What follows belongs to an exercise in optimizing a design on an open flow for small area, a short achievable clock period and few clock cycles per item; a production flow would make more cautious choices.
Where RTL was checked, it was by simulation tests only, not by an equivalence proof against the original.
For runs 1 to 3, only the layout was checked, not whether the RTL still works.
Power is estimated from default activity; no workload was simulated.

--- flow/config.mk ---
export PLATFORM = sky130hd
export DESIGN_NAME = cpuTop
export DESIGN_NICKNAME = cpuTop
export VERILOG_FILES = /design/flow/design.v
export SDC_FILE = /design/flow/constraint.sdc
export NUM_CORES = 4
export LEC_CHECK = 0
export CAP_MARGIN = 20
export CORE_MARGIN = 2
export CORE_UTILIZATION = 40
export CTS_CLUSTER_DIAMETER = 100
export CTS_CLUSTER_SIZE = 25
export SLEW_MARGIN = 20
--- flow/constraint.sdc ---
create_clock -name core_clock -period 9.0 [get_ports {clock}]
set_input_delay 1.8000 -clock core_clock [delete_from_list [all_inputs] [get_ports {clock}]]
set_output_delay 1.8000 -clock core_clock [all_outputs]
set_load 0.01 [all_outputs]
--- flow/design.v ---
`default_nettype none
package cpuArchPkg;
    typedef logic [7:0] dataWord;      
    typedef logic [7:0] progAddress;   
    typedef logic [1:0] regIndex;      
    typedef enum logic [3:0] {
        opAnd = 4'b0000,
        opOr  = 4'b0001,
        opNot = 4'b0010,
        opAdd = 4'b0011,
        opSub = 4'b0100,
        opLsr = 4'b0101,
        opLsl = 4'b0110,
        opInc = 4'b0111,
        opDec = 4'b1000,
        opBra = 4'b1001,
        opMov = 4'b1011,
        opLd  = 4'b1100
    } opcode;
    typedef struct packed {
        opcode      code;        
        logic [3:0] dst;         
        logic [3:0] srcFirst;    
        logic [3:0] srcSecond;   
    } instruction;
    typedef struct packed {
        dataWord r1;
        dataWord r2;
        dataWord r3;
        dataWord r4;
    } registerView;
endpackage
`default_nettype wire
`default_nettype none
package cpuControlPkg;
    typedef enum logic [3:0] {
        aluPassA   = 4'b0000,
        aluPassImm = 4'b0001,
        aluNot     = 4'b0010,
        aluAdd     = 4'b0100,
        aluSub     = 4'b0101,
        aluAnd     = 4'b0111,
        aluOr      = 4'b1000,
        aluLsl     = 4'b1011,
        aluLsr     = 4'b1100
    } aluOp;
    typedef enum logic [1:0] {
        rfHold      = 2'b00,
        rfLoad      = 2'b01,
        rfDecrement = 2'b10,
        rfIncrement = 2'b11
    } regFunc;
    typedef enum logic [1:0] {
        stIdle,
        stFetchLow,
        stFetchHigh,
        stExecute
    } seqState;
    typedef struct packed {
        regFunc  regFn;
        logic [1:0] target;    
        logic [1:0] srcA;
        logic [1:0] srcB;
        aluOp    op;
        logic [7:0] immediate;   
        logic    pcLoad;
    } controlWord;
endpackage
`default_nettype wire
`timescale 1ns/1ps
`default_nettype none
module programMemory
(
    input  logic       clock,
    input  logic       progWrite,
    input  logic [7:0] progAddr,
    input  logic [7:0] progData,
    input  logic [6:0] rowE,
    input  logic [6:0] rowO,
    input  logic [7:0] rowE1h,   
    input  logic [7:0] rowO1h,   
    output logic [7:0] byteE,
    output logic [7:0] byteO
);
    logic [7:0] memE [128];
    logic [7:0] memO [128];
    always_ff @(posedge clock) begin
        if (progWrite && !progAddr[0]) memE[progAddr[7:1]] <= progData;
        if (progWrite &&  progAddr[0]) memO[progAddr[7:1]] <= progData;
    end
    logic [7:0] grpE [16];
    logic [7:0] grpO [16];
    always_comb begin
        for (int g = 0; g < 16; g++) begin
            grpE[g] = '0;
            grpO[g] = '0;
            for (int k = 0; k < 8; k++) begin
                grpE[g] = grpE[g] | (memE[8 * g + k] & {8{rowE1h[k]}});
                grpO[g] = grpO[g] | (memO[8 * g + k] & {8{rowO1h[k]}});
            end
        end
    end
    assign byteE = grpE[rowE[6:3]];
    assign byteO = grpO[rowO[6:3]];
endmodule
`default_nettype wire
`timescale 1ns/1ps
`default_nettype none
module cpuTop
(
    input  logic       clock,
    input  logic       arstN,
    input  logic       progWrite,
    input  logic [7:0] progAddr,
    input  logic [7:0] progData,
    input  logic       run,
    output logic [31:0] regs,          
    output logic [7:0] pc,
    output logic            instrDone
);
    logic       wrQ;
    logic [7:0] wrAddrQ, wrDataQ;
    always_ff @(posedge clock) begin
        wrQ     <= progWrite;
        wrAddrQ <= progAddr;
        wrDataQ <= progData;
    end
    localparam int BTB = 4;
    logic [7:0]  fetchPc;
    logic [6:0]  rowE;       
    logic [7:0]  rowE1h;     
    logic [7:0]  rowO1h;     
    logic        running;    
    logic        bubble;     
    logic        starting;   
    logic [7:0]  byteE, byteO;
    logic [15:0] ir;         
    logic [7:0]  irPc;       
    logic        irPred;     
    logic [7:0]  pcQ;
    programMemory i_programMemory (
        .clock     (clock),
        .progWrite (wrQ),
        .progAddr  (wrAddrQ),
        .progData  (wrDataQ),
        .rowE      (rowE),
        .rowO      (fetchPc[7:1]),
        .rowE1h    (rowE1h),
        .rowO1h    (rowO1h),
        .byteE     (byteE),
        .byteO     (byteO)
    );
    logic           btbValid [BTB];
    logic [7:0]     btbPc    [BTB];
    logic [7:0]     btbTgt   [BTB];
    logic [1:0]     btbNext;   
    logic       hit;
    logic [7:0] hitTgt;
    logic [6:0] hitRowE;
    assign hitRowE = hitTgt[7:1] + 7'(hitTgt[0]);
    always_comb begin
        hit     = 1'b0;
        hitTgt  = '0;
        for (int i = 0; i < BTB; i++) begin
            if (btbValid[i] && btbPc[i] == fetchPc) begin
                hit     = 1'b1;
                hitTgt  = hitTgt | btbTgt[i];
            end
        end
    end
    logic       exBra;     
    logic       redirect;  
    logic       stopped;
    logic       advance;   
    logic [7:0] target;
    logic [6:0] targetRowE;
    assign exBra      = running && (ir[15:12] == 4'h9);
    assign redirect   = exBra && !irPred;
    assign target     = ir[7:0];
    assign targetRowE = target[7:1] + 7'(target[0]);
    assign stopped    = !running && !bubble && !starting;
    assign advance    = bubble || starting || (running && !redirect && run) ||
                        (stopped && run && !wrQ);
    always_ff @(posedge clock) begin
        ir     <= fetchPc[0] ? {byteE, byteO} : {byteO, byteE};
        irPc   <= fetchPc;
        irPred <= hit;
    end
    always_ff @(posedge clock or negedge arstN) begin
        if (!arstN) begin
            fetchPc  <= '0;
            rowE     <= '0;
            rowE1h   <= 8'b0000_0001;
            rowO1h   <= 8'b0000_0001;
            running  <= 1'b0;
            bubble   <= 1'b0;
            starting <= 1'b0;
            pcQ      <= '0;
        end else begin
            running  <= advance;
            bubble   <= redirect && run;
            starting <= stopped && run && wrQ;
            if (redirect) begin
                fetchPc <= target;
                rowE    <= targetRowE;
                rowE1h  <= 8'b0000_0001 << targetRowE[2:0];
                rowO1h  <= 8'b0000_0001 << target[3:1];
            end else if (advance && hit) begin
                fetchPc <= hitTgt;
                rowE    <= hitRowE;
                rowE1h  <= 8'b0000_0001 << hitRowE[2:0];
                rowO1h  <= 8'b0000_0001 << hitTgt[3:1];
            end else if (advance) begin
                fetchPc <= fetchPc + 8'd2;
                rowE    <= rowE + 7'd1;
                rowE1h  <= {rowE1h[6:0], rowE1h[7]};
                rowO1h  <= {rowO1h[6:0], rowO1h[7]};
            end
            pcQ <= exBra ? target : fetchPc;
        end
    end
    always_ff @(posedge clock or negedge arstN) begin
        if (!arstN) begin
            for (int i = 0; i < BTB; i++) btbValid[i] <= 1'b0;
            btbNext <= '0;
        end else if (wrQ) begin
            for (int i = 0; i < BTB; i++) btbValid[i] <= 1'b0;
        end else if (redirect) begin
            btbValid[btbNext] <= 1'b1;
            btbNext <= btbNext + 2'd1;
        end
    end
    always_ff @(posedge clock) begin
        if (redirect && !wrQ) begin
            btbPc[btbNext]   <= irPc;
            btbTgt[btbNext]  <= target;
        end
    end
    assign pc        = pcQ;
    assign instrDone = running;
    logic [3:0] op;
    logic [1:0] d, a, b;
    logic [7:0] imm;
    assign op  = ir[15:12];
    assign d   = ir[9:8];
    assign a   = ir[5:4];
    assign b   = ir[1:0];
    assign imm = ir[7:0];
    logic [7:0] r [4];
    logic [7:0] opA, opB, addB, sum, result;
    logic       cin;
    assign opA = r[a];
    assign opB = r[b];
    always_comb begin
        case (op)
            4'h4:    begin addB = ~opB;   cin = 1'b1; end   
            4'h7:    begin addB = 8'h01;  cin = 1'b0; end   
            4'h8:    begin addB = 8'hFF;  cin = 1'b0; end   
            default: begin addB = opB;    cin = 1'b0; end   
        endcase
    end
    logic [7:0] g0, p0, gk, pk, gn, pn;
    logic [8:0] carry;
    always_comb begin
        g0 = opA & addB;
        p0 = opA ^ addB;
        gk = g0;
        pk = p0;
        for (int s = 1; s < 8; s = s * 2) begin
            gn = gk;
            pn = pk;
            for (int i = s; i < 8; i++) begin
                gn[i] = gk[i] | (pk[i] & gk[i - s]);
                pn[i] = pk[i] & pk[i - s];
            end
            gk = gn;
            pk = pn;
        end
        carry[0] = cin;
        for (int i = 0; i < 8; i++) carry[i + 1] = gk[i] | (pk[i] & cin);
        sum = p0 ^ carry[7:0];
    end
    always_comb begin
        case (op)
            4'h0:    result = opA & opB;
            4'h1:    result = opA | opB;
            4'h2:    result = ~opA;
            4'h5:    result = {1'b0, opA[7:1]};
            4'h6:    result = {opA[6:0], 1'b0};
            4'hC:    result = imm;
            4'hB:    result = opA;
            default: result = sum;   
        endcase
    end
    logic       wr;
    logic [1:0] dst;
    assign wr  = running && (op <= 4'h8 || op == 4'hB || op == 4'hC);
    assign dst = (op == 4'h7 || op == 4'h8) ? a : d;
    for (genvar i = 0; i < 4; i++) begin : gReg
        always_ff @(posedge clock or negedge arstN) begin
            if (!arstN)                          r[i] <= '0;
            else if (wr && dst == 2'(i))         r[i] <= result;
        end
    end
    assign regs = {r[0], r[1], r[2], r[3]};
endmodule
`default_nettype wire
--- flow/flow/run.sh ---
#!/bin/bash
# Own layout flow: the standard ORFS flow (standard.sh) with a tighter
# timing-repair target (setup margin) and plain buffers on the ports. Same
# SDC and clock period.
set -euo pipefail
bash standard.sh SETUP_SLACK_MARGIN=5.6 'BUFFER_PORTS_ARGS=-buffer_cell sky130_fd_sc_hd__buf_4' finish > run_make.log 2>&1
--- flow/standard.sh ---
#!/bin/bash
# synth_recipe.tcl (not shown) runs the flow's synth.tcl, then flattens the netlist and writes it again
# the make line also repeats each setting of config.mk as NAME=value (left out here)
make -C /OpenROAD-flow-scripts/flow DESIGN_CONFIG=/design/flow/config.mk WORK_HOME=/design/flow/orfs CLKGATE_MAP_FILE= SYNTH_SCRIPT=/design/flow/synth_recipe.tcl "${@:-finish}"
==> notes.md, run 1 <==
----------------------------------------------------
[Cells and area]
  Area overhead of the layout relative to synthesis ... 8.93%
  Fraction of final layout cells sized beyond drive strength 1 ... roughly a tenth
  Final net count ... between 4,000 and 5,000
  Fill cells ... ~18,000

[Clocking]
  Clock-pin slew on the worst setup and hold paths ... about 0.10 ns
  Maximum root-to-sink buffer count ... 3
  H-tree Lvls ... 3
  Clock tree sinks ... about 2,200
  Clock Tree Root ... sky130_fd_sc_hd__clkbuf_16
  Source-to-sink clock delay at the later pin of the worst-skew pair ... roughly 0.80 ns
  Total clock buffers created by CTS ... a little over 100
  TritonCTS clock tree ... yes

[Synthesis]
  Most used flip-flop cell after synthesis ... sky130_fd_sc_hd__edfxtp_1
  Number of synthesized flops with an enable pin ... between 2,000 and 2,500
  Post-synthesis async set-or-reset flop share ... 3.58%
  Number of distinct library cells after synthesis ... 77
  Register bit count reported by yosys ... ~2,200
  Synthesized area ... ~0.084 mm2
  Share of synthesized area occupied by flip-flops and latches ... between 70% and 80%
  Number of nets in the synthesized netlist ... ~5,000
  Avg Inst Size Synth ... 17.0 um2
  Count of yosys warnings during synthesis ... 6
  Count of mapped cells out of synthesis ... 4,914

[Global route]
  Via count of the first global-routing pass ... ~46,000
  Largest net degree at the start of global routing ... approximately 220
  Antenna violations before repair ... 3
  Remaining Overflow, GRT ... 0
  Total track usage ... approximately 22%
  Global-route wire length before repair ... roughly 340,000 um

[Critical path]
  Crit path kind ... reg -> reg
  Startpoint class of the critical path ... register
  Cell Chain, Critical Path ... clkinvlp_4, ha_4, a222oi_1, nand2_1, o21ai_4, inv_1, o21ai_1, o221ai_1, ha_1, nand2_1, o211ai_1, a31oi_2, o21bai_1, xnor2_1, o21ai_2, mux2_4
  Critical Path Sink Type ... register
  Critical Path Most Common Cell ... sky130_fd_sc_hd__nand2_1
  Minimum setup slack among reg-to-reg paths ... roughly 5.4 ns
  Count of buffer and inverter cells on the critical path ... 2
  Crit path max fanout ... 8
  Worst EP required ... between 9 and 10 ns
  Cell with the biggest individual delay on the critical path ... sky130_fd_sc_hd__dfxtp_4
  Critical path's top delay family ... compound AO/OA/AOI/OAI gates
  Crit path largest cell delay ... around 0.42 ns
  Arr. time, crit path ... between 4 and 5 ns

[Pwr]
  Pwr Density ... around 270 mW/mm2
  Static leakage ... roughly 29 nW
  Maximum vdd ir drop ... around 0.25 mV

[Status]
  Outcome ... finished clean

[Place]
  Count of input and output buffers ... 60
  Final weighted congestion in routability-driven placement ... ~0.88
  DP Wirelength ... 141,000 um

[STA]
  Highest clock frequency the design can meet ... approximately 280 MHz
  Number of failing hold endpoints at the final stage ... 0
  Measured slew at the worst slew-check pin ... approximately 1.3 ns
  Setup violation total in the final timing report ... 0
  TNS Setup ... 0 ns
  Max-Slew Margin vs Limit ... roughly 16%
  Final-report max-slew violation count ... 0
  Fraction of the cycle the final worst path needs ... 39.9%
  Minimum clock period after layout ... around 3.6 ns
  WHS ... between 0.4 and 0.5 ns
  Setup repair after global routing missed its margin ... yes
  Post-route clock skew ... between 0.04 and 0.05 ns

[Detailed routing]
  Violation count after the first detailed-route iteration ... 6,896
  Number of detailed-route iterations in the first pass ... 8
  Drt via density ... 6.28
  Post-DR wirelength/cell ... roughly 31 um
  Count of unresolved DRC violations after routing ... 0
  Wire length reported by the detailed router ... around 240,000 um
  Residual antenna-violating net count after detailed routing ... 0
  Count of vias placed by the detailed router ... slightly below 50,000

[Die]
  Die outline width ... approximately 460 um
  I/O pin total ... slightly above 60
  Standard cell core area ... between 0.2 and 0.25 mm2
  DIE AREA ... 0.213 mm2
  Initial Util ... around two fifths
  Vertical die dimension ... 461 um
  Number of rows created at floorplan ... between 150 and 200

[Hold path]
  HP Class ... reg -> reg

[Run]
  Maximum Capacitance Violations ... 0

----------------------------------------------------
## layout by cell type (no fill, tap or decap), types with 39 or more instances in the layout
cell type                   synthesis  final
sky130_fd_sc_hd__nand2_1          119    114
sky130_fd_sc_hd__clkbuf_16          0    103
sky130_fd_sc_hd__dfrtp_1           78     60
sky130_fd_sc_hd__a31oi_1          261    253
sky130_fd_sc_hd__a22o_1           260    260
sky130_fd_sc_hd__xnor2_1           39     39
sky130_fd_sc_hd__nor2_1           327    322
sky130_fd_sc_hd__nand4_1           42     42
sky130_fd_sc_hd__clkbuf_1         246     50
sky130_fd_sc_hd__nor4_1            78     48
sky130_fd_sc_hd__buf_4              7    172
sky130_fd_sc_hd__nand3_1           59     58
sky130_fd_sc_hd__a221oi_1         265    265
sky130_fd_sc_hd__o21ai_0           59     54
sky130_fd_sc_hd__a22oi_1          525    525
sky130_fd_sc_hd__edfxtp_1        2112   2112
## timing repair
action,in CTS,in global routing
pin swaps,13,24
resized for setup,71,37
hold endpoints to repair,0,0
setup endpoints to repair,74,52
hold buffers,0,0
buffers inserted,11,27
## synth_stat cells (4+ instances only)
library cell | count | share of area (%)
sky130_fd_sc_hd__xor2_1 | 7 | 0.073
sky130_fd_sc_hd__nor2b_1 | 20 | 0.15
sky130_fd_sc_hd__o41ai_1 | 4 | 0.042
sky130_fd_sc_hd__a32oi_1 | 5 | 0.052
sky130_fd_sc_hd__inv_1 | 37 | 0.17
sky130_fd_sc_hd__and2_1 | 8 | 0.060
sky130_fd_sc_hd__o22a_1 | 4 | 0.042
sky130_fd_sc_hd__o22ai_1 | 8 | 0.060
sky130_fd_sc_hd__nor3b_1 | 5 | 0.045
sky130_fd_sc_hd__maj3_1 | 4 | 0.048
sky130_fd_sc_hd__a22oi_1 | 525 | 4.7
sky130_fd_sc_hd__a222oi_1 | 10 | 0.12
sky130_fd_sc_hd__nand2_1 | 119 | 0.53
sky130_fd_sc_hd__a22o_1 | 260 | 2.7
sky130_fd_sc_hd__a21o_1 | 5 | 0.045
sky130_fd_sc_hd__nor3_1 | 18 | 0.11
sky130_fd_sc_hd__a21oi_1 | 38 | 0.23
sky130_fd_sc_hd__ha_1 | 20 | 0.30
sky130_fd_sc_hd__mux2_2 | 29 | 0.39
sky130_fd_sc_hd__clkbuf_1 | 246 | 1.1
sky130_fd_sc_hd__dfrtp_1 | 78 | 2.3
sky130_fd_sc_hd__mux4_2 | 8 | 0.22
sky130_fd_sc_hd__a31oi_1 | 261 | 2.0
sky130_fd_sc_hd__nand2b_1 | 10 | 0.075
sky130_fd_sc_hd__o31ai_1 | 4 | 0.036
sky130_fd_sc_hd__o221ai_1 | 10 | 0.10
sky130_fd_sc_hd__dfxtp_1 | 40 | 0.96
sky130_fd_sc_hd__mux2i_1 | 14 | 0.17
sky130_fd_sc_hd__nand4_1 | 42 | 0.31
sky130_fd_sc_hd__buf_6 | 4 | 0.054
sky130_fd_sc_hd__o21a_1 | 6 | 0.054
sky130_fd_sc_hd__buf_2 | 8 | 0.048
sky130_fd_sc_hd__nor2_1 | 327 | 1.5
sky130_fd_sc_hd__o21ai_0 | 59 | 0.35
sky130_fd_sc_hd__nand3_1 | 59 | 0.35
sky130_fd_sc_hd__nor4_1 | 78 | 0.58
sky130_fd_sc_hd__buf_1 | 50 | 0.22
sky130_fd_sc_hd__buf_4 | 7 | 0.063
sky130_fd_sc_hd__o211ai_1 | 5 | 0.045
sky130_fd_sc_hd__o21ai_1 | 4 | 0.024
sky130_fd_sc_hd__edfxtp_1 | 2112 | 76
sky130_fd_sc_hd__xnor2_1 | 39 | 0.41
sky130_fd_sc_hd__a221oi_1 | 265 | 2.8
## report_power, final
group	switching, mW	leakage [nW]	total (mW)	internal (mW)
combinational	4.74	6.84	7.06	2.32
sequential	0.756	20.3	12.4	11.7
clock	3.20	1.41	5.37	2.17
## worst paths after layout
| check | start | to | cells past startpoint |
|---|---|---|---|
| setup / recovery | ir[1]$_DFF_P_ | r[1][7]$_DFFE_PN0P_ | 16 |
| hold / removal | irPc[4]$_DFF_P_ | btbPc[0][4]$_DFFE_PP_ | 0 |
| setup reg to reg | ir[1]$_DFF_P_ | r[1][7]$_DFFE_PN0P_ | 16 |
| hold reg to reg | irPc[4]$_DFF_P_ | btbPc[0][4]$_DFFE_PP_ | 0 |
| max in group asynchronous | arstN | rowE1h[3]$_DFFE_PN0P_ | 1 |
| min in group asynchronous | arstN | btbNext[0]$_DFFE_PN0P_ | 1 |
## area by class of cell
cell class	instances	area [um2]	area share (%)
tap	2788	3490	3.83
clock inverter	13	176	0.193
multi-input combinational	2326	16600	18.2
inverter	40	159	0.174
timing repair buffer	192	1640	1.80
antenna	2	5.00	0.00549
sequential	2232	66300	72.7
clock buffer	153	2770	3.03
## cells by family after synthesis
family	count (synthesis)	synth area share, %
AOI/OAI and AO/OA	1492	13.6
xor gates and xnor gates	48	0.520
adders and majority gates	25	0.371
buffers and inverters	356	1.68
DFF	2232	79.1
muxes	51	0.773
and+or+nand+nor	710	3.97
## routing by layer
| metal | routed length, um | global-route usage (%) |
|---|---|---|
| met3 | 23100 | 3.87 |
| met4 | 5550 | 5.61 |
| met1 | 99300 | 32.0 |
| met2 | 111000 | 34.0 |
| met5 | 22 | 0 |
## state kept, by name (all words and copies together) (netlist names), 14 cells and up
| register | flops |
|---|---|
| btbPc | 32 |
| btbTgt | 32 |
| i_programMemory.memE | 1024 |
| i_programMemory.memO | 1024 |
| ir | 14 |
| r | 32 |
## through the flow
| step | instances | utilization [%] | setup WS, ns | power (mW) | area (um2) |
|---|---|---|---|---|---|
| after floorplan | 4914 | - | 5.70 | 16.2 | 83700 |
| after global placement | 7540 | 42.1 | 4.50 | 19.1 | 87300 |
| after detailed placement | 7540 | 42.1 | 4.53 | 19.1 | 87400 |
| after CTS | 7717 | 43.7 | 5.52 | 24.6 | 90700 |
| after global routing | 7745 | 44.0 | 5.30 | 25.7 | 91200 |
| final | 7746 | 44.0 | 5.41 | 24.9 | 91200 |
==> run 2, diff against run 1 <==
==> flow/flow/run.sh (replaced) <==
#!/bin/bash
# Own layout flow: the standard ORFS flow (standard.sh) with a tighter
# timing-repair target (setup margin) and plain buffers on the ports. Same
# SDC and clock period.
set -euo pipefail
bash standard.sh SETUP_SLACK_MARGIN=5.8 'BUFFER_PORTS_ARGS=-buffer_cell sky130_fd_sc_hd__buf_4' finish > run_make.log 2>&1
==> run 2 against run 1 <==
Compared with the run above:
- still clean
- die area unchanged
- sequential power about the same
- worst setup slack improved by 0.054 ns
- register-to-register slack improved by 0.05 ns
- cell area increased by 1.4%
- routed wire length increased by 3.6%
- fmax increased by 1.5%
- clock-buffer cell count increased by 21
- non-clock buffer count increased by 30
- highest routed layer unchanged
==> notes.md, run 2 <==
----------------------------------------------------
[Synthesis]
  Number of distinct library cells after synthesis ... 77 (unchanged)
  Number of synthesized flops with an enable pin ... 2,112 (unchanged)
  Count of mapped cells out of synthesis ... 4,914 (unchanged)
  Count of yosys warnings during synthesis ... 6 (unchanged)
  Register bit count reported by yosys ... 2,232 (unchanged)
  Post-synthesis async set-or-reset flop share ... 3.58% (unchanged)
  Number of nets in the synthesized netlist ... 4,955 (unchanged)
  Avg Inst Size Synth ... 17.0 um2 (unchanged)
  Cell types with the largest area share after synthesis ... sky130_fd_sc_hd__edfxtp_1, sky130_fd_sc_hd__a22oi_1, sky130_fd_sc_hd__a221oi_1 (unchanged)
  Most used standard cell by instance count after synthesis ... sky130_fd_sc_hd__edfxtp_1 (unchanged)
  Share of synthesized area occupied by flip-flops and latches ... 79.1% (unchanged)
  Most used flip-flop cell after synthesis ... sky130_fd_sc_hd__edfxtp_1 (unchanged)
  Top cell type by total area after synthesis ... sky130_fd_sc_hd__edfxtp_1 (unchanged)
  Most instantiated cells after synthesis ... sky130_fd_sc_hd__edfxtp_1, sky130_fd_sc_hd__a22oi_1, sky130_fd_sc_hd__nor2_1, sky130_fd_sc_hd__a221oi_1, sky130_fd_sc_hd__a31oi_1 (unchanged)
  Yosys top cell area share ... 75.8% (unchanged)
  Synthesized area ... 0.0837 mm2 (unchanged)

[Critical path]
  R2R Path End ... r[3][6]$_DFFE_PN0P_ (was r[1][7]$_DFFE_PN0P_)
  Worst EP required ... 9.65 ns (was 9.67 ns)
  Crit path max fanout ... 7 (was 8)
  Cell Chain, Critical Path ... clkinvlp_4, ha_4, a222oi_1, nand2_1, o21ai_4, nor2_1, a21oi_1, o221ai_1, ha_1, nand2_1, o211ai_1, a31oi_2, buf_4, xnor2_1, o22a_1, mux2_4 (was clkinvlp_4, ha_4, a222oi_1, nand2_1, o21ai_4, inv_1, o21ai_1, o221ai_1, ha_1, nand2_1, o211ai_1, a31oi_2, o21bai_1, xnor2_1, o21ai_2, mux2_4)
  Cell with the biggest individual delay on the critical path ... sky130_fd_sc_hd__dfxtp_4 (unchanged)
  Critical path's top delay family ... compound AO/OA/AOI/OAI gates (unchanged)
  Number of cells traversed by the worst register-to-register path ... 16 (unchanged)
  Critical Path Most Common Cell ... sky130_fd_sc_hd__nand2_1 (unchanged)
  Arr. time, crit path ... 4.19 ns (was 4.26 ns)
  Critical Path Sink Type ... register (unchanged)
  Startpoint class of the critical path ... register (unchanged)
  Count of buffer and inverter cells on the critical path ... 2 (unchanged)
  Crit path largest cell delay ... 0.42 ns (about the same)
  Crit path kind ... reg -> reg (unchanged)
  R2r startpoint ... ir[1]$_DFF_P_ (unchanged)
  Path length in cells of the critical path ... 16 (unchanged)
  Minimum setup slack among reg-to-reg paths ... 5.46 ns (was 5.41 ns)

[Hold path]
  Startpoint of the lowest-slack hold path ... bubble$_DFF_PN0_ (was irPc[4]$_DFF_P_)
  Hold path endpoint ... starting$_DFF_PN0_ (was btbPc[0][4]$_DFFE_PP_)
  Number of cells on the worst hold path ... 1 (was 0)
  HP Class ... reg -> reg (unchanged)

[Pwr]
  Static leakage ... 29.0 nW (was 28.5 nW)
  Maximum vdd ir drop ... 0.242 mV (was 0.252 mV)
  Pwr Density ... 276 mW/mm2 (was 272 mW/mm2)

[STA]
  Measured slew at the worst slew-check pin ... 1.21 ns (was 1.27 ns)
  Setup repair after global routing missed its margin ... yes (unchanged)
  Minimum clock period after layout ... 3.54 ns (was 3.59 ns)
  Fraction of the cycle the final worst path needs ... 39.3% (was 39.9%)
  Setup violation total in the final timing report ... 0 (unchanged)
  Highest clock frequency the design can meet ... 283 MHz (was 278 MHz)
  Final-report max-slew violation count ... 0 (unchanged)
  TNS Setup ... 0 ns (unchanged)
  Post-route clock skew ... 0.0334 ns (was 0.0484 ns)
  Number of failing hold endpoints at the final stage ... 0 (unchanged)
  Max-Slew Margin vs Limit ... 19.3% (was 15.5%)

[Detailed routing]
  Count of vias placed by the detailed router ... 49,093 (was 48,644)
  Wire length reported by the detailed router ... 248,000 um (was 239,000 um)
  Drt via density ... 6.30 (was 6.28)
  Count of unresolved DRC violations after routing ... 0 (unchanged)
  Number of detailed-route iterations in the first pass ... 7 (was 8)
  Post-DR wirelength/cell ... 31.8 um (was 30.9 um)
  Residual antenna-violating net count after detailed routing ... 0 (unchanged)
  Violation count after the first detailed-route iteration ... 7,321 (was 6,896)

[Die]
  I/O pin total ... 61 (unchanged)
  Initial Util ... 40.3% (unchanged)
  Number of rows created at floorplan ... 167 (unchanged)
  Die outline width ... 461 um (unchanged)
  Standard cell core area ... 0.207 mm2 (unchanged)
  DIE AREA ... 0.213 mm2 (unchanged)
  Vertical die dimension ... 461 um (unchanged)

[Place]
  DP Wirelength ... 139,000 um (was 141,000 um)
  Count of input and output buffers ... 60 (unchanged)
  Cell count after placement ... 7,523 (was 7,540)
  Final weighted congestion in routability-driven placement ... 0.870 (was 0.881)

[Clocking]
  Maximum root-to-sink buffer count ... 3 (unchanged)
  Hold-fix buffer count after cts ... 0 (unchanged)
  Source-to-sink clock delay at the later pin of the worst-skew pair ... 0.79 ns (was 0.80 ns)
  Total clock buffers created by CTS ... 101 (unchanged)
  Clock Tree Root ... sky130_fd_sc_hd__clkbuf_16 (unchanged)
  Clock tree sinks ... 2,232 (unchanged)
  H-tree Lvls ... 3 (unchanged)
  Clock-pin slew on the worst setup and hold paths ... 0.11 ns (was 0.10 ns)
  TritonCTS clock tree ... yes (unchanged)

[Global route]
  Total track usage ... 22.6% (was 21.9%)
  Global-route wire length before repair ... 350,000 um (was 341,000 um)
  Remaining Overflow, GRT ... 0 (unchanged)
  Via count of the first global-routing pass ... 46,228 (was 45,847)
  Largest net degree at the start of global routing ... 193 (was 222)
  Antenna violations before repair ... 3 (unchanged)

[Status]
  Outcome ... finished clean (unchanged)

[Cells and area]
  Final net count ... 4,965 (was 4,934)
  Non-filler cells, final ... 7,795 (was 7,746)
  Most frequent cells in the layout ... sky130_fd_sc_hd__edfxtp_1, sky130_fd_sc_hd__a22oi_1, sky130_fd_sc_hd__nor2_1 (unchanged)
  Fraction of final layout cells sized beyond drive strength 1 ... 12.4% (was 9.50%)
  Most common library cell in the layout ignoring fill and taps ... sky130_fd_sc_hd__edfxtp_1 (unchanged)
  Fill cells ... 17,741 (was 17,962)
  Area overhead of the layout relative to synthesis ... 10.4% (was 8.93%)

[Run]
  Maximum Capacitance Violations ... 0 (unchanged)

----------------------------------------------------
-- run 2: repair_timing --
item / in CTS / in global routing
gates cloned: 3 / 1
resized for setup: 192 / 78
endpoints found under the setup margin: 556 / 525
pin swaps: 25 / 25
setup buffers: 58 / 23
-- run 2: area by class of cell --
cell class / instances / area (um2) / share of cell area, %
Tap cell: 2788 / 3490 / 3.77
Antenna cell: 3 / 7.51 / 0.00812
Clock buffer: 174 / 2910 / 3.14
Inverter: 40 / 158 / 0.171
Timing Repair Buffer: 222 / 2250 / 2.43
Clock inverter: 9 / 119 / 0.129
Multi-Input combinational cell: 2327 / 17200 / 18.6
Sequential cell: 2232 / 66400 / 71.8
-- run 2: routing by layer --
metal  track usage, %  share of wire [%]  up-vias  wire length [um]
met2             35.8                 47     2690            116000
li1                 -                  -    20370                 -
met5                0             0.0052        -                13
met4             5.93                2.5        2              6270
met3             3.36                9.6      331             23800
met1             32.7                 41    25700            101000
-- run 2: metrics by stage --
| step | total power, mW | util (%) | hold slack (ns) | setup slack, ns | area, um2 |
|---|---|---|---|---|---|
| final | 25.5 | 44.6 | 0.493 | 5.46 | 92500 |
| after global routing | 26.2 | 44.6 | 0.509 | 5.37 | 92500 |
| after CTS | 25.1 | 44.2 | 0.489 | 5.54 | 91800 |
| after detailed placement | 19.1 | 42.1 | 0.466 | 4.80 | 87300 |
| after global placement | 19.1 | 42.1 | 0.448 | 4.64 | 87300 |
| after floorplan | 16.2 | - | 0.348 | 5.81 | 83700 |
-- run 2: worst reg2reg max path: stages (launching register included) --
cell                         delay, ns
sky130_fd_sc_hd__dfxtp_4          0.42
sky130_fd_sc_hd__clkinvlp_4       0.14
sky130_fd_sc_hd__ha_4             0.21
sky130_fd_sc_hd__a222oi_1         0.39
sky130_fd_sc_hd__nand2_1          0.16
sky130_fd_sc_hd__o21ai_4          0.11
sky130_fd_sc_hd__nor2_1           0.06
sky130_fd_sc_hd__a21oi_1          0.12
sky130_fd_sc_hd__o221ai_1         0.16
sky130_fd_sc_hd__ha_1             0.33
sky130_fd_sc_hd__nand2_1          0.08
sky130_fd_sc_hd__o211ai_1         0.27
sky130_fd_sc_hd__a31oi_2          0.18
sky130_fd_sc_hd__buf_4            0.17
sky130_fd_sc_hd__xnor2_1          0.11
sky130_fd_sc_hd__o22a_1           0.22
sky130_fd_sc_hd__mux2_4           0.29
-- run 2: cell families (layout without fill, tap and decap cells) --
| kind of cell | count (synthesis) | in the layout | share of synthesized area (%) |
|---|---|---|---|
| flip-flops | 2232 | 2232 | 79.1 |
| AND/OR/NAND/NOR | 710 | 711 | 3.97 |
| other | 0 | 3 | 0 |
| multiplexers | 51 | 51 | 0.773 |
| buffers and inverters | 356 | 445 | 1.68 |
| AO/OA/AOI/OAI | 1492 | 1492 | 13.6 |
| XOR/XNOR | 48 | 48 | 0.520 |
| adder cells (fa/ha/maj) | 25 | 25 | 0.371 |
-- run 2: worst max-delay path by stage --
stage,from,endpoint,slack [ns]
5_1_grt,ir[1]$_DFF_P_,r[1][6]$_DFFE_PN0P_,5.37
4_1_cts,ir[1]$_DFF_P_,r[1][7]$_DFFE_PN0P_,5.54
3_3_place_gp,rowO1h[2]$_DFFE_PN0P_,ir[15]$_DFF_P_,4.64
2_1_floorplan,ir[1]$_DFF_P_,r[0][7]$_DFFE_PN0P_,5.81
6_report,ir[1]$_DFF_P_,r[3][6]$_DFFE_PN0P_,5.46
3_5_place_dp,ir[15]$_DFF_P_,rowO1h[2]$_DFFE_PN0P_,4.80
-- run 2: power by group --
part | switching (mW) | internal [mW]
Combinational | 5.09 | 2.61
Clock | 3.21 | 2.25
Sequential | 0.662 | 11.7
==> run 3, diff against run 2 <==
--- a/flow/design.v
+++ b/flow/design.v
@@ -126,5 +126,5 @@
         wrDataQ <= progData;
     end
-    localparam int BTB = 4;
+    localparam int BTB = 3;
     logic [7:0]  fetchPc;
     logic [6:0]  rowE;       
@@ -228,5 +228,5 @@
         end else if (redirect) begin
             btbValid[btbNext] <= 1'b1;
-            btbNext <= btbNext + 2'd1;
+            btbNext <= (btbNext == 2'd2) ? 2'd0 : btbNext + 2'd1;
         end
     end
==> run 3 against run 2 <==
Compared with the run above:
- still clean on timing, DRC and antenna
- sequential share of layout area is 0.11 points lower
- sequential power hardly changed
- clock-buffer cell count fell by 34
- critical path depth decreased by 13
- cell count fell by 1.6%
- utilization fell by 0.093 points
- critical endpoint is now i_programMemory.memO[92][5]$_DFFE_PP_
==> notes.md, run 3 <==
----------------------------------------------------
[Status]
  Outcome ... finished clean (unchanged)

[Critical path]
  Worst EP required ... 9.41 ns (was 9.65 ns)
  Crit path kind ... reg -> reg (unchanged)
  Critical Path Sink Type ... register (unchanged)
  Arr. time, crit path ... 3.71 ns (was 4.19 ns)
  Startpoint class of the critical path ... register (unchanged)
  Crit path max fanout ... 16 (was 7)

[Synthesis]
  Most used standard cell by instance count after synthesis ... sky130_fd_sc_hd__edfxtp_1 (unchanged)
  Number of distinct library cells after synthesis ... 79 (was 77)
  Number of nets in the synthesized netlist ... 4,922 (was 4,955)
  Top cell type by total area after synthesis ... sky130_fd_sc_hd__edfxtp_1 (unchanged)
  Most used flip-flop cell after synthesis ... sky130_fd_sc_hd__edfxtp_1 (unchanged)
  Avg Inst Size Synth ... 17.0 um2 (about the same)
  Count of mapped cells out of synthesis ... 4,885 (was 4,914)
  Cell types with the largest area share after synthesis ... sky130_fd_sc_hd__edfxtp_1, sky130_fd_sc_hd__a22oi_1, sky130_fd_sc_hd__a221oi_1 (unchanged)
  Most instantiated cells after synthesis ... sky130_fd_sc_hd__edfxtp_1, sky130_fd_sc_hd__a22oi_1, sky130_fd_sc_hd__nor2_1, sky130_fd_sc_hd__a221oi_1, sky130_fd_sc_hd__a22o_1 (was sky130_fd_sc_hd__edfxtp_1, sky130_fd_sc_hd__a22oi_1, sky130_fd_sc_hd__nor2_1, sky130_fd_sc_hd__a221oi_1, sky130_fd_sc_hd__a31oi_1)
  Yosys top cell area share ... 75.8% (about the same)
  Number of synthesized flops with an enable pin ... 2,096 (was 2,112)
  Post-synthesis async set-or-reset flop share ... 3.57% (was 3.58%)
  Count of yosys warnings during synthesis ... 6 (unchanged)
  Synthesized area ... 0.0830 mm2 (was 0.0837 mm2)
  Share of synthesized area occupied by flip-flops and latches ... 79.2% (was 79.1%)
  Register bit count reported by yosys ... 2,215 (was 2,232)

[Detailed routing]
  Drt via density ... 6.38 (was 6.30)
  Post-DR wirelength/cell ... 32.2 um (was 31.8 um)
  Residual antenna-violating net count after detailed routing ... 0 (unchanged)
  Count of unresolved DRC violations after routing ... 0 (unchanged)
  Number of detailed-route iterations in the first pass ... 7 (unchanged)
  Count of vias placed by the detailed router ... 48,912 (was 49,093)
  Wire length reported by the detailed router ... 247,000 um (was 248,000 um)
  Violation count after the first detailed-route iteration ... 6,814 (was 7,321)

[STA]
  Measured slew at the worst slew-check pin ... 1.23 ns (was 1.21 ns)
  Highest clock frequency the design can meet ... 303 MHz (was 283 MHz)
  Number of failing hold endpoints at the final stage ... 0 (unchanged)
  Setup repair after global routing missed its margin ... yes (unchanged)
  Minimum clock period after layout ... 3.30 ns (was 3.54 ns)
  WHS ... 0.463 ns (was 0.493 ns)
  Setup violation total in the final timing report ... 0 (unchanged)
  Final-report max-slew violation count ... 0 (unchanged)
  Post-route clock skew ... 0.0374 ns (was 0.0334 ns)
  Fraction of the cycle the final worst path needs ... 36.7% (was 39.3%)
  Max-Slew Margin vs Limit ... 17.9% (was 19.3%)
  TNS Setup ... 0 ns (unchanged)

[Cells and area]
  Most frequent cells in the layout ... sky130_fd_sc_hd__edfxtp_1, sky130_fd_sc_hd__a22oi_1, sky130_fd_sc_hd__nor2_1 (unchanged)
  Register area ... 0.0658 mm2 (was 0.0664 mm2)
  Multi-input combinational cell area ... 0.0171 mm2 (was 0.0172 mm2)
  Most common library cell in the layout ignoring fill and taps ... sky130_fd_sc_hd__edfxtp_1 (unchanged)
  Fill cells ... 17,582 (was 17,741)
  Final net count ... 4,952 (was 4,965)
  Area overhead of the layout relative to synthesis ... 10.7% (was 10.4%)
  Fraction of final layout cells sized beyond drive strength 1 ... 13.5% (was 12.4%)

[Global route]
  Global-route wire length before repair ... 345,000 um (was 350,000 um)
  Largest net degree at the start of global routing ... 195 (was 193)
  Antenna violations before repair ... 5 (was 3)
  Via count of the first global-routing pass ... 45,821 (was 46,228)
  Total track usage ... 22.3% (was 22.6%)
  Remaining Overflow, GRT ... 0 (unchanged)

[Hold path]
  HP Class ... reg -> reg (unchanged)

[Pwr]
  Maximum vdd ir drop ... 0.242 mV (about the same)
  Total Power ... 25.2 mW (was 25.5 mW)
  Pwr Density ... 274 mW/mm2 (was 276 mW/mm2)
  Static leakage ... 28.8 nW (was 29.0 nW)

[Die]
  Initial Util ... 40.2% (was 40.3%)
  Standard cell core area ... 0.207 mm2 (about the same)
  I/O pin total ... 61 (unchanged)
  Die outline width ... 460 um (was 461 um)
  Vertical die dimension ... 460 um (was 461 um)
  Number of rows created at floorplan ... 167 (unchanged)
  DIE AREA ... 0.211 mm2 (was 0.213 mm2)

[Place]
  Final weighted congestion in routability-driven placement ... 0.847 (was 0.870)
  Count of input and output buffers ... 60 (unchanged)
  DP Wirelength ... 135,000 um (was 139,000 um)

[Clocking]
  Maximum root-to-sink buffer count ... 3 (unchanged)
  Total clock buffers created by CTS ... 100 (was 101)
  TritonCTS clock tree ... yes (unchanged)
  Clock tree sinks ... 2,215 (was 2,232)
  Hold-fix buffer count after cts ... 0 (unchanged)
  Clock-pin slew on the worst setup and hold paths ... 0.10 ns (was 0.11 ns)
  Source-to-sink clock delay at the later pin of the worst-skew pair ... 0.78 ns (was 0.79 ns)
  Clock Tree Root ... sky130_fd_sc_hd__clkbuf_16 (unchanged)
  H-tree Lvls ... 3 (unchanged)

[Run]
  Maximum Capacitance Violations ... 0 (unchanged)

----------------------------------------------------
-- run 3: metal layers --
| layer | vias to the layer above | routed length [um] | global-route usage (%) |
|---|---|---|---|
| met5 | - | 27 | 0 |
| met3 | 345 | 24400 | 3.55 |
| li1 | 20259 | - | - |
| met2 | 2792 | 115000 | 34.8 |
| met4 | 4 | 6990 | 6.77 |
| met1 | 25512 | 100000 | 32.2 |
-- run 3: what timing repair did --
action | 4_1_cts | 5_1_grt
gates resized for setup | 195 | 112
pin swaps | 22 | 29
gates cloned | 3 | 3
setup buffers | 74 | 34
endpoints found under the setup margin | 541 | 406
-- run 3: layout make-up --
| type | instances | share of cell area [%] |
|---|---|---|
| inverters | 24 | 0.112 |
| well taps | 2704 | 3.68 |
| repair buffers | 248 | 2.83 |
| multi-input cells | 2326 | 18.6 |
| clock inverters | 10 | 0.136 |
| diodes | 2 | 0.00545 |
| flip-flops and latches | 2215 | 71.7 |
| clock buffers | 140 | 2.96 |
-- run 3: critical path, cell delays in order, from the launching register on --
cell and delay (ns):
sky130_fd_sc_hd__dfxtp_1 0.63, sky130_fd_sc_hd__nor2b_1 0.30, sky130_fd_sc_hd__nand3_1 0.88, sky130_fd_sc_hd__nor2_1 1.10
-- run 3: cells by family (layout without fill, tap and decap cells) --
kind of cell,Yosys count,after routing,synth area share [%]
AND/OR/NAND/NOR,710,711,3.96
XOR/XNOR,41,41,0.442
adder cells (fa/ha/maj),17,17,0.265
multiplexers,38,38,0.612
other,0,2,0
AO/OA/AOI/OAI,1519,1519,13.9
flip-flops,2215,2215,79.2
buffers and inverters,345,422,1.65
-- run 3: worst paths after layout --
| path | startpoint | to | slack [ns] | depth (start not counted) |
|---|---|---|---|---|
| worst max-delay path | wrAddrQ[7]$_DFF_P_ | i_programMemory.memO[92][5]$_DFFE_PP_ | 5.70 | 3 |
| max in group asynchronous | arstN | rowE1h[2]$_DFFE_PN0P_ | 6.97 | 2 |
| worst min register to register | irPc[6]$_DFF_P_ | btbPc[2][6]$_DFFE_PP_ | 0.46 | 0 |
| worst min-delay path | irPc[6]$_DFF_P_ | btbPc[2][6]$_DFFE_PP_ | 0.46 | 0 |
| worst max register to register | wrAddrQ[7]$_DFF_P_ | i_programMemory.memO[92][5]$_DFFE_PP_ | 5.70 | 3 |
| min in group asynchronous | arstN | pcQ[6]$_DFF_PN0_ | 0.95 | 1 |
-- run 3: report_power, final --
group,internal (mW),switching (mW),total (mW)
Combinational,2.58,5.11,7.69
Clock,2.14,3.17,5.31
Sequential,11.6,0.652,12.2
Total,16.3,8.93,25.2
-- run 3: through the flow --
step                setup WS [ns]  instances  utilization (%)  instance area [um2]
global route                 5.54       7668             44.5                91900
CTS                          5.77       7630             44.0                91000
floorplan                    5.84       4885                -                83000
global placement             4.70       7403             41.8                86400
detailed placement           4.69       7403             41.8                86400
finish                       5.70       7669             44.5                91900
==> run 4, diff against run 3 <==
--- a/flow/design.v
+++ b/flow/design.v
@@ -126,5 +126,5 @@
         wrDataQ <= progData;
     end
-    localparam int BTB = 3;
+    localparam int BTB = 2;
     logic [7:0]  fetchPc;
     logic [6:0]  rowE;       
@@ -154,5 +154,5 @@
     logic [7:0]     btbPc    [BTB];
     logic [7:0]     btbTgt   [BTB];
-    logic [1:0]     btbNext;   
+    logic           btbNext;   
     logic       hit;
     logic [7:0] hitTgt;
@@ -228,5 +228,5 @@
         end else if (redirect) begin
             btbValid[btbNext] <= 1'b1;
-            btbNext <= (btbNext == 2'd2) ? 2'd0 : btbNext + 2'd1;
+            btbNext <= !btbNext;
         end
     end
--- a/flow/config.mk
+++ b/flow/config.mk
@@ -8,5 +8,5 @@
 export CAP_MARGIN = 20
 export CORE_MARGIN = 2
-export CORE_UTILIZATION = 40
+export CORE_UTILIZATION = 50
 export CTS_CLUSTER_DIAMETER = 100
 export CTS_CLUSTER_SIZE = 25
==> run 4 against run 3 <==
Compared with the run above:
- die area down 21%
- sequential share of layout area up 1.1 points
- largest power group unchanged
- clock skew up 0.013 ns
- fmax down 2.9%
- highest routed layer unchanged
- total power down 22%
- utilization up 11 points
- global-route usage up 4.8 points
- via count down 2.9%
- worst hold slack worse by 0.027 ns
- non-clock buffer count down 24
- critical path depth up 10
==> notes.md, run 4 <==
----------------------------------------------------
[STA]
  Setup violation total in the final timing report ... 0 (unchanged)
  Max-Slew Margin vs Limit ... 24.1% (was 17.9%)
  Highest clock frequency the design can meet ... 294 MHz (was 303 MHz)
  Final-report max-slew violation count ... 0 (unchanged)
  Minimum clock period after layout ... 3.40 ns (was 3.30 ns)
  TNS Setup ... 0 ns (unchanged)
  Setup repair after global routing missed its margin ... yes (unchanged)
  Number of failing hold endpoints at the final stage ... 0 (unchanged)
  WHS ... 0.436 ns (was 0.463 ns)
  Fraction of the cycle the final worst path needs ... 37.8% (was 36.7%)
  Measured slew at the worst slew-check pin ... 1.14 ns (was 1.23 ns)
  Post-route clock skew ... 0.0500 ns (was 0.0374 ns)

[Detailed routing]
  Post-DR wirelength/cell ... 33.2 um (was 32.2 um)
  Wire length reported by the detailed router ... 234,000 um (was 247,000 um)
  Drt via density ... 6.75 (was 6.38)
  Count of vias placed by the detailed router ... 47,481 (was 48,912)
  Count of unresolved DRC violations after routing ... 0 (unchanged)
  Number of detailed-route iterations in the first pass ... 6 (was 7)
  Residual antenna-violating net count after detailed routing ... 0 (unchanged)
  Violation count after the first detailed-route iteration ... 6,638 (was 6,814)

[Die]
  Standard cell core area ... 0.163 mm2 (was 0.207 mm2)
  Die outline width ... 410 um (was 460 um)
  I/O pin total ... 61 (unchanged)
  DIE AREA ... 0.168 mm2 (was 0.211 mm2)
  Number of rows created at floorplan ... 148 (was 167)
  Vertical die dimension ... 410 um (was 460 um)
  Initial Util ... 50.5% (was 40.2%)

[Critical path]
  Startpoint class of the critical path ... register (unchanged)
  Cell Chain, Critical Path ... clkinvlp_4, ha_4, a222oi_1, a21oi_4, mux2i_1, o211ai_1, ha_1, nor3_2, nor2_2, a31oi_1, xor2_1, o221ai_2, mux2_4 (was nor2b_1, nand3_1, nor2_1)
  R2r startpoint ... ir[0]$_DFF_P_ (was wrAddrQ[7]$_DFF_P_)
  R2R Path End ... r[2][6]$_DFFE_PN0P_ (was i_programMemory.memO[92][5]$_DFFE_PP_)
  Crit path from ... ir[0]$_DFF_P_ (was wrAddrQ[7]$_DFF_P_)
  Critical Path End ... r[2][6]$_DFFE_PN0P_ (was i_programMemory.memO[92][5]$_DFFE_PP_)
  Crit path kind ... reg -> reg (unchanged)
  Cell with the biggest individual delay on the critical path ... sky130_fd_sc_hd__a222oi_1 (was sky130_fd_sc_hd__nor2_1)
  Minimum setup slack among reg-to-reg paths ... 5.60 ns (was 5.70 ns)
  Crit path largest cell delay ... 0.49 ns (was 1.10 ns)
  Arr. time, crit path ... 4.05 ns (was 3.71 ns)
  Worst EP required ... 9.65 ns (was 9.41 ns)
  Number of cells traversed by the worst register-to-register path ... 13 (was 3)
  Critical Path Sink Type ... register (unchanged)
  Crit path max fanout ... 7 (was 16)

[Cells and area]
  Fraction of final layout cells sized beyond drive strength 1 ... 11.6% (was 13.5%)
  Fill cells ... 12,664 (was 17,582)
  Multi-input combinational cell area ... 0.0167 mm2 (was 0.0171 mm2)
  Most common library cell in the layout ignoring fill and taps ... sky130_fd_sc_hd__edfxtp_1 (unchanged)
  Summed area of non-filler cells in the final layout ... 0.0897 mm2 (was 0.0919 mm2)
  Register area ... 0.0653 mm2 (was 0.0658 mm2)
  Most frequent cells in the layout ... sky130_fd_sc_hd__edfxtp_1, sky130_fd_sc_hd__a22oi_1, sky130_fd_sc_hd__nor2_1 (unchanged)
  Util after Layout ... 55.1% (was 44.5%)
  Final net count ... 4,851 (was 4,952)
  Area overhead of the layout relative to synthesis ... 9.13% (was 10.7%)

[Synthesis]
  Number of nets in the synthesized netlist ... 4,835 (was 4,922)
  Most used flip-flop cell after synthesis ... sky130_fd_sc_hd__edfxtp_1 (unchanged)
  Cell types with the largest area share after synthesis ... sky130_fd_sc_hd__edfxtp_1, sky130_fd_sc_hd__a22oi_1, sky130_fd_sc_hd__a22o_1 (was sky130_fd_sc_hd__edfxtp_1, sky130_fd_sc_hd__a22oi_1, sky130_fd_sc_hd__a221oi_1)
  Most instantiated cells after synthesis ... sky130_fd_sc_hd__edfxtp_1, sky130_fd_sc_hd__a22oi_1, sky130_fd_sc_hd__nor2_1, sky130_fd_sc_hd__a22o_1, sky130_fd_sc_hd__a221oi_1 (was sky130_fd_sc_hd__edfxtp_1, sky130_fd_sc_hd__a22oi_1, sky130_fd_sc_hd__nor2_1, sky130_fd_sc_hd__a221oi_1, sky130_fd_sc_hd__a22o_1)
  Synthesized area ... 0.0822 mm2 (was 0.0830 mm2)
  Yosys top cell area share ... 76.0% (was 75.8%)
  Most used standard cell by instance count after synthesis ... sky130_fd_sc_hd__edfxtp_1 (unchanged)
  Share of synthesized area occupied by flip-flops and latches ... 79.3% (was 79.2%)
  Number of synthesized flops with an enable pin ... 2,080 (was 2,096)
  Count of yosys warnings during synthesis ... 6 (unchanged)
  Count of mapped cells out of synthesis ... 4,798 (was 4,885)
  Avg Inst Size Synth ... 17.1 um2 (was 17.0 um2)
  Top cell type by total area after synthesis ... sky130_fd_sc_hd__edfxtp_1 (unchanged)
  Number of distinct library cells after synthesis ... 80 (was 79)
  Register bit count reported by yosys ... 2,197 (was 2,215)
  Post-synthesis async set-or-reset flop share ... 3.50% (was 3.57%)

[Clocking]
  Clock Tree Root ... sky130_fd_sc_hd__clkbuf_16 (unchanged)
  Total clock buffers created by CTS ... 100 (unchanged)
  Source-to-sink clock delay at the later pin of the worst-skew pair ... 0.77 ns (was 0.78 ns)
  Clock-pin slew on the worst setup and hold paths ... 0.10 ns (about the same)
  Clock tree sinks ... 2,197 (was 2,215)
  Maximum root-to-sink buffer count ... 3 (unchanged)
  H-tree Lvls ... 3 (unchanged)
  Hold-fix buffer count after cts ... 0 (unchanged)
  TritonCTS clock tree ... yes (unchanged)

[Global route]
  Via count of the first global-routing pass ... 44,836 (was 45,821)
  Antenna violations before repair ... 3 (was 5)
  Total track usage ... 27.1% (was 22.3%)
  Global-route wire length before repair ... 331,000 um (was 345,000 um)
  Remaining Overflow, GRT ... 0 (unchanged)
  Largest net degree at the start of global routing ... 177 (was 195)

[Pwr]
  Pwr Density ... 218 mW/mm2 (was 274 mW/mm2)
  Maximum vdd ir drop ... 0.159 mV (was 0.242 mV)
  Total Power ... 19.6 mW (was 25.2 mW)
  Static leakage ... 27.0 nW (was 28.8 nW)

[Status]
  Outcome ... finished clean (unchanged)

[Place]
  DP Wirelength ... 131,000 um (was 135,000 um)
  Count of input and output buffers ... 60 (unchanged)
  Instance area at placement ... 0.0851 mm2 (was 0.0864 mm2)
  Final weighted congestion in routability-driven placement ... 0.869 (was 0.847)

[Run]
  Maximum Capacitance Violations ... 0 (unchanged)

[Hold path]
  HP Class ... reg -> reg (unchanged)

----------------------------------------------------
run 4: changes by cell type after synthesis, moves of 12 or more:
cell / previous run / this run
sky130_fd_sc_hd__buf_1: 74 / 53
sky130_fd_sc_hd__nand2_1: 117 / 101
sky130_fd_sc_hd__clkbuf_1: 225 / 244
sky130_fd_sc_hd__xnor2_1: 34 / 22
sky130_fd_sc_hd__o211ai_1: 20 / 4
sky130_fd_sc_hd__a21oi_1: 56 / 38
sky130_fd_sc_hd__edfxtp_1: 2096 / 2080
sky130_fd_sc_hd__mux2_2: 22 / 38
sky130_fd_sc_hd__nor2_1: 340 / 311
run 4: worst min-delay path by stage:
| stage | endpoint | slack, ns | start | depth (start not counted) |
|---|---|---|---|---|
| 6_report | btbPc[1][5]$_DFFE_PP_ | 0.44 | irPc[5]$_DFF_P_ | 0 |
| 5_1_grt | btbPc[0][2]$_DFFE_PP_ | 0.45 | irPc[2]$_DFF_P_ | 0 |
| 3_3_place_gp | btbPc[1][6]$_DFFE_PP_ | 0.41 | irPc[6]$_DFF_P_ | 0 |
| 4_1_cts | btbPc[1][5]$_DFFE_PP_ | 0.44 | irPc[5]$_DFF_P_ | 0 |
| 3_5_place_dp | btbPc[1][5]$_DFFE_PP_ | 0.42 | irPc[5]$_DFF_P_ | 0 |
| 2_1_floorplan | irPc[0]$_DFF_P_ | 0.34 | fetchPc[0]$_DFFE_PN0P_ | 0 |
run 4: kinds of logic (layout without fill, tap and decap cells):
logic type	count (synthesis)	after routing	synth area share, %
mux	55	55	0.849
compound gates	1501	1501	13.9
fa+ha+maj	19	19	0.292
xor+xnor	32	32	0.341
other cells	0	2	0
flops	2197	2197	79.3
buf+inv	331	387	1.53
simple gates	663	664	3.79
run 4: worst max-delay path, delay by kind of cell (launching register included):
kind | cells | cell delay [ns]
AOI/OAI and AO/OA | 5 | 1.10
xor gates and xnor gates | 1 | 0.22
adders and majority gates | 2 | 0.61
buffers and inverters | 1 | 0.17
DFF | 1 | 0.41
muxes | 2 | 0.47
and+or+nand+nor | 2 | 0.31
run 4: final cells by class:
type	instances	share of cell area [%]
clock inverters	10	0.170
well taps	2175	3.03
diodes	2	0.00558
clock buffers	133	2.97
flip-flops and latches	2197	72.8
repair inverters	1	0.00837
repair buffers	224	2.33
inverters	19	0.0990
multi-input cells	2271	18.6
run 4: per-stage QoR:
step / setup slack (ns) / std cells
after floorplan: 5.81 / 4798
after global placement: 4.91 / 6801
after detailed placement: 4.89 / 6802
after CTS: 5.68 / 7005
after global routing: 5.46 / 7030
final: 5.60 / 7032
run 4: per-layer routing:
layer / wire length (um) / share of wire (%) / track usage [%] / vias up
met5: 14 / 0.0060 / 0 / -
met4: 5670 / 2.4 / 6.02 / 2
met3: 21700 / 9.3 / 4.36 / 278
met2: 108000 / 46 / 41.8 / 2472
met1: 98200 / 42 / 41.0 / 24740
li1: - / - / - / 19989
run 4: repair_timing:
item                                    4_1_cts  5_1_grt
endpoints found under the setup margin      213      228
gates resized for setup                     118       81
buffers inserted                             59       24
cloned                                        1        1
pin swaps                                    35       30
run 4: report_power, final:
group / internal [mW] / leakage [nW] / switching (mW)
sequential: 11.3 / 20.0 / 0.271
clock: 2.11 / 1.36 / 3.11
combinational: 0.905 / 5.68 / 1.87
Testbench counts of run 4, summed over its fixed seeds: cycles 10,023, instrs 9,600.
==> run 5, diff against run 4 <==
--- a/flow/config.mk
+++ b/flow/config.mk
@@ -8,5 +8,5 @@
 export CAP_MARGIN = 20
 export CORE_MARGIN = 2
-export CORE_UTILIZATION = 50
+export CORE_UTILIZATION = 40
 export CTS_CLUSTER_DIAMETER = 100
 export CTS_CLUSTER_SIZE = 25
==> run 5 against run 4 <==
Compared with the run above:
- synthesized area unchanged
- cell area up 1.1%
- worst setup slack improved by 0.068 ns
- cell count grew 7.1%
- combinational power increased by 3%
- sequential power about the same
- still clean
- critical path depth decreased by 9
- via count grew 0.71%
- critical path type unchanged
==> notes.md, run 5 <==
----------------------------------------------------
[Critical path]
  R2r startpoint ... wrQ$_DFF_P_ (was ir[0]$_DFF_P_)
  Cell with the biggest individual delay on the critical path ... sky130_fd_sc_hd__nor2_2 (was sky130_fd_sc_hd__a222oi_1)
  Count of buffer and inverter cells on the critical path ... 1 (unchanged)
  R2R Path End ... i_programMemory.memE[52][7]$_DFFE_PP_ (was r[2][6]$_DFFE_PN0P_)
  Crit path largest cell delay ... 0.89 ns (was 0.49 ns)
  Crit path from ... wrQ$_DFF_P_ (was ir[0]$_DFF_P_)
  Crit path max fanout ... 16 (was 7)
  Cell Chain, Critical Path ... inv_1, nor3_1, nand2_2, nor2_2 (was clkinvlp_4, ha_4, a222oi_1, a21oi_4, mux2i_1, o211ai_1, ha_1, nor3_2, nor2_2, a31oi_1, xor2_1, o221ai_2, mux2_4)
  Critical Path Sink Type ... register (unchanged)
  Number of cells traversed by the worst register-to-register path ... 4 (was 13)
  Arr. time, crit path ... 3.75 ns (was 4.05 ns)
  Crit path kind ... reg -> reg (unchanged)
  Critical path's top delay family ... simple AND/OR/NAND/NOR gates (was compound AO/OA/AOI/OAI gates)
  Minimum setup slack among reg-to-reg paths ... 5.67 ns (was 5.60 ns)
  Startpoint class of the critical path ... register (unchanged)
  Worst EP required ... 9.42 ns (was 9.65 ns)

[Die]
  I/O pin total ... 61 (unchanged)
  Number of rows created at floorplan ... 166 (was 148)
  Vertical die dimension ... 457 um (was 410 um)
  Initial Util ... 40.2% (was 50.5%)
  Standard cell core area ... 0.204 mm2 (was 0.163 mm2)
  DIE AREA ... 0.209 mm2 (was 0.168 mm2)
  Die outline width ... 457 um (was 410 um)

[Global route]
  Antenna violations before repair ... 8 (was 3)
  Global-route wire length before repair ... 339,000 um (was 331,000 um)
  Via count of the first global-routing pass ... 45,414 (was 44,836)
  Remaining Overflow, GRT ... 0 (unchanged)
  Largest net degree at the start of global routing ... 193 (was 177)
  Total track usage ... 22.1% (was 27.1%)

[Cells and area]
  Most common library cell in the layout ignoring fill and taps ... sky130_fd_sc_hd__edfxtp_1 (unchanged)
  Area overhead of the layout relative to synthesis ... 10.3% (was 9.13%)
  Register area ... 0.0653 mm2 (about the same)
  Fraction of final layout cells sized beyond drive strength 1 ... 13.8% (was 11.6%)
  Summed area of non-filler cells in the final layout ... 0.0907 mm2 (was 0.0897 mm2)
  Multi-input combinational cell area ... 0.0169 mm2 (was 0.0167 mm2)
  Fill cells ... 17,579 (was 12,664)
  Most frequent cells in the layout ... sky130_fd_sc_hd__edfxtp_1, sky130_fd_sc_hd__a22oi_1, sky130_fd_sc_hd__a22o_1 (was sky130_fd_sc_hd__edfxtp_1, sky130_fd_sc_hd__a22oi_1, sky130_fd_sc_hd__nor2_1)
  Final net count ... 4,844 (was 4,851)

[Detailed routing]
  Wire length reported by the detailed router ... 242,000 um (was 234,000 um)
  Count of unresolved DRC violations after routing ... 0 (unchanged)
  Count of vias placed by the detailed router ... 47,816 (was 47,481)
  Residual antenna-violating net count after detailed routing ... 0 (unchanged)
  Drt via density ... 6.35 (was 6.75)
  Violation count after the first detailed-route iteration ... 6,700 (was 6,638)
  Number of detailed-route iterations in the first pass ... 8 (was 6)
  Post-DR wirelength/cell ... 32.1 um (was 33.2 um)

[Pwr]
  Switching part of the total power ... 27.6% (was 26.8%)
  Share of total power in combinational logic ... 14.4% (was 14.2%)
  Static leakage ... 27.0 nW (about the same)
  Power Internal ... 14.4 mW (was 14.3 mW)
  Pwr Density ... 219 mW/mm2 (was 218 mW/mm2)
  Switching pwr ... 5.47 mW (was 5.26 mW)
  Proportion of power drawn by the clock network ... 26.7% (about the same)
  Share of power burned in registers ... 58.9% (was 59.1%)
  Maximum vdd ir drop ... 0.175 mV (was 0.159 mV)

[Clocking]
  Clock tree sinks ... 2,197 (unchanged)
  Source-to-sink clock delay at the later pin of the worst-skew pair ... 0.81 ns (was 0.77 ns)
  Total clock buffers created by CTS ... 101 (was 100)
  Clock Tree Root ... sky130_fd_sc_hd__clkbuf_16 (unchanged)
  Maximum root-to-sink buffer count ... 3 (unchanged)
  TritonCTS clock tree ... yes (unchanged)
  H-tree Lvls ... 3 (unchanged)
  Hold-fix buffer count after cts ... 0 (unchanged)
  Clock-pin slew on the worst setup and hold paths ... 0.11 ns (was 0.10 ns)

[STA]
  TNS Setup ... 0 ns (unchanged)
  Post-route clock skew ... 0.0476 ns (was 0.0500 ns)
  Highest clock frequency the design can meet ... 300 MHz (was 294 MHz)
  Minimum clock period after layout ... 3.33 ns (was 3.40 ns)
  Number of failing hold endpoints at the final stage ... 0 (unchanged)
  Setup repair after global routing missed its margin ... yes (unchanged)
  Final-report max-slew violation count ... 0 (unchanged)
  Max-Slew Margin vs Limit ... 20.0% (was 24.1%)
  Setup violation total in the final timing report ... 0 (unchanged)
  Fraction of the cycle the final worst path needs ... 37.0% (was 37.8%)
  Measured slew at the worst slew-check pin ... 1.20 ns (was 1.14 ns)

[Hold path]
  HP Class ... reg -> reg (unchanged)
  Hold path endpoint ... btbPc[1][6]$_DFFE_PP_ (was btbPc[1][5]$_DFFE_PP_)
  Number of cells on the worst hold path ... 0 (unchanged)
  Startpoint of the lowest-slack hold path ... irPc[6]$_DFF_P_ (was irPc[5]$_DFF_P_)

[Synthesis]
  Count of mapped cells out of synthesis ... 4,798 (unchanged)
  Register bit count reported by yosys ... 2,197 (unchanged)
  Share of synthesized area occupied by flip-flops and latches ... 79.3% (unchanged)
  Most used standard cell by instance count after synthesis ... sky130_fd_sc_hd__edfxtp_1 (unchanged)
  Count of yosys warnings during synthesis ... 6 (unchanged)
  Yosys top cell area share ... 76.0% (unchanged)
  Most used flip-flop cell after synthesis ... sky130_fd_sc_hd__edfxtp_1 (unchanged)
  Synthesized area ... 0.0822 mm2 (unchanged)
  Post-synthesis async set-or-reset flop share ... 3.50% (unchanged)
  Avg Inst Size Synth ... 17.1 um2 (unchanged)
  Number of distinct library cells after synthesis ... 80 (unchanged)
  Number of synthesized flops with an enable pin ... 2,080 (unchanged)
  Cell types with the largest area share after synthesis ... sky130_fd_sc_hd__edfxtp_1, sky130_fd_sc_hd__a22oi_1, sky130_fd_sc_hd__a22o_1 (unchanged)
  Top cell type by total area after synthesis ... sky130_fd_sc_hd__edfxtp_1 (unchanged)
  Most instantiated cells after synthesis ... sky130_fd_sc_hd__edfxtp_1, sky130_fd_sc_hd__a22oi_1, sky130_fd_sc_hd__nor2_1, sky130_fd_sc_hd__a22o_1, sky130_fd_sc_hd__a221oi_1 (unchanged)
  Number of nets in the synthesized netlist ... 4,835 (unchanged)

[Place]
  Instance area at placement ... 0.0857 mm2 (was 0.0851 mm2)
  Final weighted congestion in routability-driven placement ... 0.863 (was 0.869)
  DP Wirelength ... 136,000 um (was 131,000 um)
  Count of input and output buffers ... 60 (unchanged)

[Status]
  Outcome ... finished clean (unchanged)

[Run]
  Maximum Capacitance Violations ... 0 (unchanged)

----------------------------------------------------
[run 5: cell count changes in the layout (fill, tap and decap cells not counted), sizes merged]
cell    change
clkinv      +1
buf         -9
inv         +3
bufinv      +1
clkbuf     -13
diode       +3
[run 5: metal layers]
| metal | GRT usage (%) | vias up | routed length, um |
|---|---|---|---|
| li1 | - | 19981 | - |
| met1 | 31.4 | 25005 | 97800 |
| met2 | 35.4 | 2513 | 115000 |
| met3 | 3.26 | 315 | 21100 |
| met4 | 6.17 | 2 | 7230 |
| met5 | 0 | - | 13 |
[run 5: metrics by stage]
stage	power [mW]	util (%)	std cells	setup slack [ns]	hold slack, ns
global placement	14.3	41.9	7304	4.92	0.409
detailed placement	14.3	41.9	7304	5.01	0.415
floorplan	13.1	-	4798	5.81	0.342
CTS	19.7	44.0	7493	5.62	0.438
global route	20.3	44.4	7528	5.57	0.442
finish	19.8	44.4	7531	5.67	0.438
[run 5: cells by family (layout without fill, tap and decap cells)]
logic type,Yosys count,after routing,synth area share [%]
xor gates and xnor gates,32,32,0.341
other,0,5,0
DFF,2197,2197,79.3
AOI/OAI and AO/OA,1501,1501,13.9
muxes,55,55,0.849
and+or+nand+nor,663,664,3.79
buffers and inverters,331,370,1.53
adders and majority gates,19,19,0.292
[run 5: worst register-to-register path, stage by stage, from the launching register on]
cell and delay [ns]:
sky130_fd_sc_hd__dfxtp_1 0.49, sky130_fd_sc_hd__inv_1 0.14, sky130_fd_sc_hd__nor3_1 0.57, sky130_fd_sc_hd__nand2_2 0.84, sky130_fd_sc_hd__nor2_2 0.91
[run 5: power by group through the flow]
stage               Clock (mW)  Combinational (mW)  Sequential [mW]
detailed placement           0                2.42             11.9
global placement             0                2.41             11.9
floorplan                    0                1.44             11.7
CTS                       5.34                2.63             11.7
global route              5.68                2.99             11.7
finish                    5.30                2.85             11.7
[run 5: layout make-up]
cell class	count	share of cell area [%]
Antenna cell	5	0.0138
Clock buffer	119	2.86
Clock inverter	15	0.283
Inverter	19	0.0979
Multi-Input combinational cell	2271	18.6
Sequential cell	2197	72.0
Tap cell	2688	3.71
Timing Repair Buffer	216	2.40
Timing Repair inverter	1	0.00827
[run 5: worst max path at each step]
stage,end,slack [ns],cells past startpoint
4_1_cts,i_programMemory.memE[8][3]$_DFFE_PP_,5.62,4
3_5_place_dp,rowE[4]$_DFFE_PN0P_,5.01,10
5_1_grt,r[2][6]$_DFFE_PN0P_,5.57,15
2_1_floorplan,r[0][6]$_DFFE_PN0P_,5.81,12
6_report,i_programMemory.memE[52][7]$_DFFE_PP_,5.67,4
3_3_place_gp,ir[5]$_DFF_P_,4.92,8
[run 5: repair_timing]
action | 4_1_cts | 5_1_grt
gates cloned | 1 | 3
gates resized for setup | 212 | 113
setup buffers | 54 | 29
pin swaps | 24 | 24
endpoints found under the setup margin | 712 | 801

[what the ideal ports hide]
Ports are ideal in the flow. The routed layouts listed here were re-timed in OpenROAD.
Step 1: set_driving_cell puts a clkbuf_16 on clock and a buf_2 on each other input, an assumption about the parent block.
Step 2 moves the port delays by t, midway between the first and last clock arrival at a register: inputs arrive t later, outputs are due t later. That takes back most of the time a late clock gives input paths.
Slacks: ideal ports / drivers / drivers and shift; pairs: ideal ports / drivers.
| run | shift t [ns] | slack for setup (ns) | worst setup path after step 2 | latest minus earliest clock arrival (ns) | cell pins on the clock port's net |
|---|---|---|---|---|---|
| run 1 | 0.855 | 5.408 / 5.408 / 5.373 | input to register | 0.052 / 0.052 | 1 |
| run 2 | 0.871 | 5.462 / 5.462 / 5.381 | input to register | 0.033 / 0.033 | 1 |
| run 3 | 0.854 | 5.697 / 5.697 / 5.395 | input to register | 0.041 / 0.042 | 1 |
| run 4 | 0.830 | 5.599 / 5.599 / 5.471 | input to register | 0.055 / 0.056 | 1 |
| run 5 | 0.873 | 5.668 / 5.649 / 5.254 | input to register | 0.053 / 0.053 | 1 |
After both steps every run listed still meets setup and hold. The setup slack of run 5, which loses most, moves by -0.019 ns with the drivers and by -0.414 ns with both steps.
